This design comes from an exercise in tuning for small area and a short achievable clock period on the open sky130 flow, not from production work.
In this exercise RTL edits were held to simulation tests only and were not proved equivalent to the original.
No activity file was given, so power comes from the tool's default toggle rates.

build 68:
// mips_pipe
module mips_pipe (
  input  logic        clk,
  input  logic        rst_n,
  output logic [31:0] pc_f,
  input  logic [31:0] instr_f,
  output logic        memwrite_m,
  output logic [31:0] aluout_m,
  output logic [31:0] writedata_m,
  input  logic [31:0] readdata_m
);
  mips_datapath u_dp (
    .clk         (clk),
    .rst_n       (rst_n),
    .pc_f        (pc_f),
    .instr_f     (instr_f),
    .memwrite_m  (memwrite_m),
    .aluout_m    (aluout_m),
    .writedata_m (writedata_m),
    .readdata_m  (readdata_m)
  );
endmodule
Size in the first run: roughly 4100 cells after synthesis, roughly 1300 flip-flops, about 160 I/O pins, roughly 55000 um^2 of cells after synthesis.
clock: 6.5 ns
lec_check: 0
cap_margin: 20
core_margin: 2
core_utilization: 40
setup_slack_margin: 3.3
slew_margin: 20
tns_end_percent: 100
standard.sh (not shown) runs the stock make flow with config.mk's settings and CLKGATE_MAP_FILE= SYNTH_SCRIPT=/design/flow/synth_recipe.tcl, a recipe that flattens the netlist after the stock synthesis.
==> flow/flow/run.sh <==
#!/bin/bash
# Standard layout (standard synthesis included) with these changes:
#  - port buffers are buf_2 cells instead of the delay-cell default,
#  - timing repair may resize a cell to any cell of the same function
#    (not only one with the same footprint),
#  - clock tree synthesis adds no dummy loads and clusters up to 25 sinks
#    (within 80 um) per clkbuf_16 leaf buffer.
# The make output goes to flow.log here; each ORFS step keeps its own log
# under orfs/logs.
set -euo pipefail
bash standard.sh \
  "BUFFER_PORTS_ARGS=-buffer_cell sky130_fd_sc_hd__buf_2" \
  MATCH_CELL_FOOTPRINT=0 \
  "CTS_ARGS=-sink_clustering_enable -repair_clock_nets -dont_use_dummy_load -buf_list sky130_fd_sc_hd__clkbuf_16 -sink_clustering_size 25 -sink_clustering_max_diameter 80" \
  finish > flow.log 2>&1
### build 68 -> build 9
# build 68
export LEC_CHECK = 0
export CAP_MARGIN = 20
export CORE_MARGIN = 2
export CORE_UTILIZATION = 40
export SETUP_SLACK_MARGIN = 3.3
export SLEW_MARGIN = 20
export TNS_END_PERCENT = 100
create_clock -name core_clock -period 6.5 [get_ports {clk}]
# build 9
export LEC_CHECK = 0
export CAP_MARGIN = 20
export CORE_MARGIN = 2
export CORE_UTILIZATION = 40
export PLACE_DENSITY = 0.55
export SETUP_SLACK_MARGIN = 3.4
export SLEW_MARGIN = 20
export TNS_END_PERCENT = 100
create_clock -name core_clock -period 6.5 [get_ports {clk}]
==> run summary <==
- Build 9 and build 68 all finish clean.
- Design area came out higher on build 9 than on build 68.
- HPWL after detailed placement ended up 9.5% higher on build 9 than on build 68.
- Changes observed in build 9 relative to build 68: area added between synthesis and finish increased 1.3 points, final-layout worst hold slack decreased 0.0094 ns, achievable frequency increased 12 MHz.
Relative to build 9, the following input files were edited for build 50:
# build 9
export LEC_CHECK = 0
export CAP_MARGIN = 20
export CORE_MARGIN = 2
export CORE_UTILIZATION = 40
export PLACE_DENSITY = 0.55
export SETUP_SLACK_MARGIN = 3.4
export SLEW_MARGIN = 20
export TNS_END_PERCENT = 100
create_clock -name core_clock -period 6.5 [get_ports {clk}]
# build 50
export LEC_CHECK = 0
export CAP_MARGIN = 20
export CORE_MARGIN = 2
export CORE_UTILIZATION = 40
export SETUP_SLACK_MARGIN = 3.7
export SLEW_MARGIN = 20
export TNS_END_PERCENT = 0
create_clock -name core_clock -period 6.5 [get_ports {clk}]
### Flow results
- Looking at global-route wire length before repair across both flows, build 50 is the stronger of the two, with build 9 trailing.
- Delta (build 50 minus build 9): final critical-path required period has increased; final wirelength went down by about 2%; relative area of non-clock buffer cells in the final design went down by 1.5 points.
- Build 9 vs build 50, cell with the largest stage delay on the worst path: buf_6 vs nor3_4
- Compare build 9 and build 50 | share of post-route cells with drive strength above 1 lower: build 50
- Build 50 -> build 9: placed standard-cell area flat
diff inputs: build 50 => build 39
# build 50
export LEC_CHECK = 0
export CAP_MARGIN = 20
export CORE_MARGIN = 2
export CORE_UTILIZATION = 40
export SETUP_SLACK_MARGIN = 3.7
export SLEW_MARGIN = 20
export TNS_END_PERCENT = 0
create_clock -name core_clock -period 6.5 [get_ports {clk}]
# build 39
export LEC_CHECK = 0
export CAP_MARGIN = 20
export CORE_MARGIN = 2
export CORE_UTILIZATION = 40
export SETUP_SLACK_MARGIN = 3.4
export SLEW_MARGIN = 20
export TNS_END_PERCENT = 100
create_clock -name core_clock -period 6.5 [get_ports {clk}]
Findings:
Switching share of power up 0.23 points in build 39 wrt build 50
For the number of gates on the worst path with buffers counted, build 39 came in 4 higher than build 50 did.
When the final numbers for build 50 and build 39 were put side by side, the final cell utilization of the core turned out to be greater in build 39.
The run showing the greater number of inserted filler cells in the final layout is build 50.
According to the power report, total power for build 39 is higher than for build 50.
Number of global-route vias before repair delta (build 50 -> build 39): insignificant
Maximum operating frequency of build 39 exceeds that of build 50 by a little under 10%.
Build 39 ended up with u_dp.target_d[30] as its endpoint of the most critical setup path; build 50 ended up with u_dp.target_d[27].
A library cell contributing the largest single delay on the critical path of nor3_4 is what build 50 shows, while or3_4 belongs to build 39.
Comparing build 50 and build 39, the higher total inserted antenna cells was measured on build 39.
Inputs modified between build 39 and build 62:
# build 39
export LEC_CHECK = 0
export CAP_MARGIN = 20
export CORE_MARGIN = 2
export CORE_UTILIZATION = 40
export SETUP_SLACK_MARGIN = 3.4
export SLEW_MARGIN = 20
export TNS_END_PERCENT = 100
create_clock -name core_clock -period 6.5 [get_ports {clk}]
# build 62
export LEC_CHECK = 0
export CAP_MARGIN = 10
export CORE_MARGIN = 2
export CORE_UTILIZATION = 40
export SETUP_SLACK_MARGIN = 3.4
export SLEW_MARGIN = 10
export TNS_END_PERCENT = 100
create_clock -name core_clock -period 6.5 [get_ports {clk}]
### Flow results
- Going from build 39 to build 62, tightest hold margin now smaller, cell-internal power comparable, design area now larger.
- The switching power share of the total of build 62 and that of build 39 are within noise of each other.
- Summary of build 62 over build 39: share of power burned in the clock network held steady, clock skew after layout shows an increase of 0.0060 ns, global-route usage neither gained nor lost much.
- From build 39 to build 62 the numbers moved as follows: relative area of non-clock buffer cells in the final design moved up, final worst setup slack moved down.
- Taking build 39 as the reference point, the share of cell area taken by flip-flops and latches of build 62 falls by 0.21 points.

-- separate check: timing with driven ports --
In the flow no input, the clock included, has a driving cell. The finished layouts below were timed again as built, in two steps. Step 1 assumes that a clkbuf_16 drives the clock port and a buf_2 every other input. Step 2 moves the port delays by t, midway between the first and last clock arrival at a register: inputs arrive t later, outputs are due t later. That takes back most of the time a late clock gives input paths. a / b / c = ideal / step 1 / step 2; a / b = the first two.
| run | t (ns) | setup WS [ns] | hold slack, ns | worst data-port slew with drivers (ns) |
|---|---|---|---|---|
| build 68 | 0.799 | 3.103 / 3.102 / 2.390 | 0.317 / 0.317 / 0.317 | 0.07 |
| build 9 | 0.816 | 3.235 / 3.244 / 2.429 | 0.307 / 0.307 / 0.307 | 0.16 |
| build 50 | 0.797 | 2.969 / 2.878 / 2.080 | 0.292 / 0.292 / 0.292 | 0.21 |
| build 39 | 0.814 | 3.222 / 3.206 / 2.392 | 0.329 / 0.329 / 0.329 | 0.23 |
| build 62 | 0.813 | 3.184 / 3.217 / 2.404 | 0.318 / 0.318 / 0.318 | 0.21 |
After both steps every run listed still meets setup and hold. For build 50, which loses most, drivers alone change the setup slack by -0.091 ns; drivers and shift together by -0.889 ns.
